Source: an optimization exercise on an open RTL-to-GDS flow (aim: small area). Production flows keep margins and buffers that such runs may drop.
Function was checked by simulation only, so behaviour that the tests miss may differ from the original.
No activity file was given, so power comes from the tool's default toggle rates.

== v6 ==
## breakout_top
module breakout_top #(
	parameter int step_period = 2000
) (
	input logic VGA_clk,
	input logic reset,
	input logic [7:0] scan_code,
	input logic key_strobe,
	output logic [10-1:0] VGA_R,
	output logic [10-1:0] VGA_G,
	output logic [10-1:0] VGA_B,
	output logic VGA_hSync,
	output logic VGA_vSync,
	output logic blank_n,
	output logic [1:0] lives,
	output breakout_pkg::game_state_t game_state
);
Size: about 630 cells after synthesis, roughly 48 I/O pins, roughly 0.0042 sq mm of cells after synthesis.
export LEC_CHECK = 0
export CAP_MARGIN = 20
export CORE_MARGIN = 2
export CORE_UTILIZATION = 40
export SLEW_MARGIN = 20
export SYNTH_HIERARCHICAL = 1
export SYNTH_MINIMUM_KEEP_SIZE = 0
create_clock -name core_clock -period 40.0 [get_ports {VGA_clk}]
standard.sh (not shown) runs the stock make flow with config.mk's settings and CLKGATE_MAP_FILE= SYNTH_SCRIPT=/design/flow/synth_recipe.tcl, a recipe that flattens the netlist after the stock synthesis.
==> flow/flow/run.sh <==
#!/bin/bash
# The standard layout with three changes:
# - after the standard synthesis, its combinational logic is mapped again by
#   ABC with an area-oriented script (resyn.sh); every flip-flop of the
#   standard synthesis stays as it is, with its name and cell
# - the port buffers are the smallest buffer (buf_1) instead of the default
# - clock tree synthesis uses clkbuf_8 and adds no dummy loads
# Each tool's output goes to a log file of its own in this folder.
set -euo pipefail
export BUFFER_PORTS_ARGS="-buffer_cell sky130_fd_sc_hd__buf_1"
export CTS_ARGS="-sink_clustering_enable -repair_clock_nets -buf_list sky130_fd_sc_hd__clkbuf_8 -sink_clustering_size 30 -sink_clustering_max_diameter 300 -sink_buffer_max_cap_derate 1.0 -dont_use_dummy_load"
bash standard.sh synth > standard_synth.log 2>&1
bash flow/resyn.sh > resyn.log 2>&1
bash standard.sh > standard.log 2>&1
Other scripts of this flow, unchanged in this note and not shown: flow/flow/resyn.sh
[inputs] v7 vs v6
diff --git a/flow/flow/run.sh b/flow/flow/run.sh
--- a/flow/flow/run.sh
+++ b/flow/flow/run.sh
@@ -9,5 +9,5 @@
 set -euo pipefail
 export BUFFER_PORTS_ARGS="-buffer_cell sky130_fd_sc_hd__buf_1"
-export CTS_ARGS="-sink_clustering_enable -repair_clock_nets -buf_list sky130_fd_sc_hd__clkbuf_8 -sink_clustering_size 30 -sink_clustering_max_diameter 300 -sink_buffer_max_cap_derate 1.0 -dont_use_dummy_load"
+export CTS_ARGS="-sink_clustering_enable -repair_clock_nets -buf_list sky130_fd_sc_hd__clkbuf_8 -dont_use_dummy_load"
 bash standard.sh synth > standard_synth.log 2>&1
 bash flow/resyn.sh > resyn.log 2>&1
Findings:
Diff v6 -> v7: cell depth of the worst setup path stayed essentially flat, minimum setup slack in the final design about even, total non-filler cell area in the finished layout closely matched the old numbers, routed wire length per instance now sits at about the same level.

* * *

breakout_top, a different RTL version from the one above (not shown whole).
Size in the first run: roughly 630 cells after synthesis, ~48 I/O pins, about 4300 sq um of cells after synthesis.
// breakout_top
module breakout_top #(
	parameter int step_period = 2000
) (
	input logic VGA_clk,
	input logic reset,
	input logic [7:0] scan_code,
	input logic key_strobe,
	output logic [10-1:0] VGA_R,
	output logic [10-1:0] VGA_G,
	output logic [10-1:0] VGA_B,
	output logic VGA_hSync,
	output logic VGA_vSync,
	output logic blank_n,
	output logic [1:0] lives,
	output breakout_pkg::game_state_t game_state
);
==> flow/config.mk <==
export PLATFORM = sky130hd
export DESIGN_NAME = breakout_top
export DESIGN_NICKNAME = breakout_top
export VERILOG_FILES = /design/flow/design.v
export SDC_FILE = /design/flow/constraint.sdc
export NUM_CORES = 4
export LEC_CHECK = 0
export CAP_MARGIN = 20
export CORE_MARGIN = 2
export CORE_UTILIZATION = 40
export SLEW_MARGIN = 20
export SYNTH_HIERARCHICAL = 1
export SYNTH_MINIMUM_KEEP_SIZE = 0
==> flow/constraint.sdc <==
create_clock -name core_clock -period 40.0 [get_ports {VGA_clk}]
set_input_delay 8.0000 -clock core_clock [delete_from_list [all_inputs] [get_ports {VGA_clk}]]
set_output_delay 8.0000 -clock core_clock [all_outputs]
set_load 0.01 [all_outputs]
==> flow/flow/run.sh <==
#!/bin/bash
# The standard layout with three changes:
# - after the standard synthesis, its combinational logic is mapped again by
#   ABC with an area-oriented script (resyn.sh); every flip-flop of the
#   standard synthesis stays as it is, with its name and cell
# - the port buffers are the smallest buffer (buf_1) instead of the default
# - clock tree synthesis uses clkbuf_8 and adds no dummy loads
# Each tool's output goes to a log file of its own in this folder.
set -euo pipefail
export BUFFER_PORTS_ARGS="-buffer_cell sky130_fd_sc_hd__buf_1"
export CTS_ARGS="-sink_clustering_enable -repair_clock_nets -buf_list sky130_fd_sc_hd__clkbuf_8 -sink_clustering_size 14 -dont_use_dummy_load"
bash standard.sh synth > standard_synth.log 2>&1
bash flow/resyn.sh > resyn.log 2>&1
bash standard.sh > standard.log 2>&1
Other scripts of this flow, unchanged in this note and not shown: flow/flow/resyn.sh
Change:
--- a/flow/flow/run.sh
+++ b/flow/flow/run.sh
@@ -11 +11 @@
-export CTS_ARGS="-sink_clustering_enable -repair_clock_nets -buf_list sky130_fd_sc_hd__clkbuf_8 -sink_clustering_size 14 -dont_use_dummy_load"
+export CTS_ARGS="-sink_clustering_enable -repair_clock_nets -buf_list sky130_fd_sc_hd__clkbuf_8 -dont_use_dummy_load"
After rerunning: Worst setup slack is unchanged. Global-route usage is unchanged. Clock-buffer cell count is unchanged. Die area does not change. Critical path depth does not change. Final area does not change. Non-clock buffer count is unchanged. Wire length does not change.
Change:
--- a/flow/flow/run.sh
+++ b/flow/flow/run.sh
@@ -11 +11 @@
-export CTS_ARGS="-sink_clustering_enable -repair_clock_nets -buf_list sky130_fd_sc_hd__clkbuf_8 -dont_use_dummy_load"
+export CTS_ARGS="-sink_clustering_enable -repair_clock_nets -buf_list sky130_fd_sc_hd__clkbuf_16 -dont_use_dummy_load"
After rerunning: The new run finished clean. Worst hold slack is worse by 8.9 ps. Non-clock buffer count is unchanged. Area after synthesis is unchanged. Count of clock-buffer cells in the layout is unchanged. Wire length hardly moves.
Change:
--- a/flow/flow/run.sh
+++ b/flow/flow/run.sh
@@ -11 +11 @@
-export CTS_ARGS="-sink_clustering_enable -repair_clock_nets -buf_list sky130_fd_sc_hd__clkbuf_16 -dont_use_dummy_load"
+export CTS_ARGS="-repair_clock_nets -buf_list sky130_fd_sc_hd__clkbuf_8 -dont_use_dummy_load"
The new run produced a clean layout.
Global-route usage drops by 0.27 points.
Synthesized cell count is unchanged.
Non-clock buffer count does not change.
Cell area fell by 2.2%.
Maximum frequency hardly moves.
Total power goes down by 13%.
Count of clock-buffer cells in the layout does not change.
Area after synthesis is unchanged.
Via count goes up by 0.38%.

## port drivers added, routing unchanged
Ports are ideal in the flow. The routed layouts listed here were re-timed in OpenROAD. Step 1 assumes that a clkbuf_16 drives the clock port and a buf_2 every other input. Step 2 also shifts input and output timing later by t, the mid clock arrival at the registers, as if the neighbouring blocks saw the same clock. a / b / c = ideal / step 1 / step 2; a / b = the first two.
run	t, ns	setup slack, ns	worst setup path at the end	latest minus earliest clock arrival (ns)	pins driven straight from the clock port
v6	0.382	28.153 / 28.119 / 28.501	register to output	0.020 / 0.020	1
v7	0.382	28.153 / 28.119 / 28.501	register to output	0.020 / 0.020	1
the first run of note 2	0.366	28.341 / 28.308 / 28.674	register to output	0.034 / 0.034	1
the second run of note 2	0.366	28.341 / 28.308 / 28.674	register to output	0.034 / 0.034	1
the third run of note 2	0.369	28.346 / 28.308 / 28.677	register to output	0.021 / 0.020	1
the fourth run of note 2	0.366	28.341 / 28.308 / 28.674	register to output	0.034 / 0.034	1
After both steps every run listed still meets setup and hold.
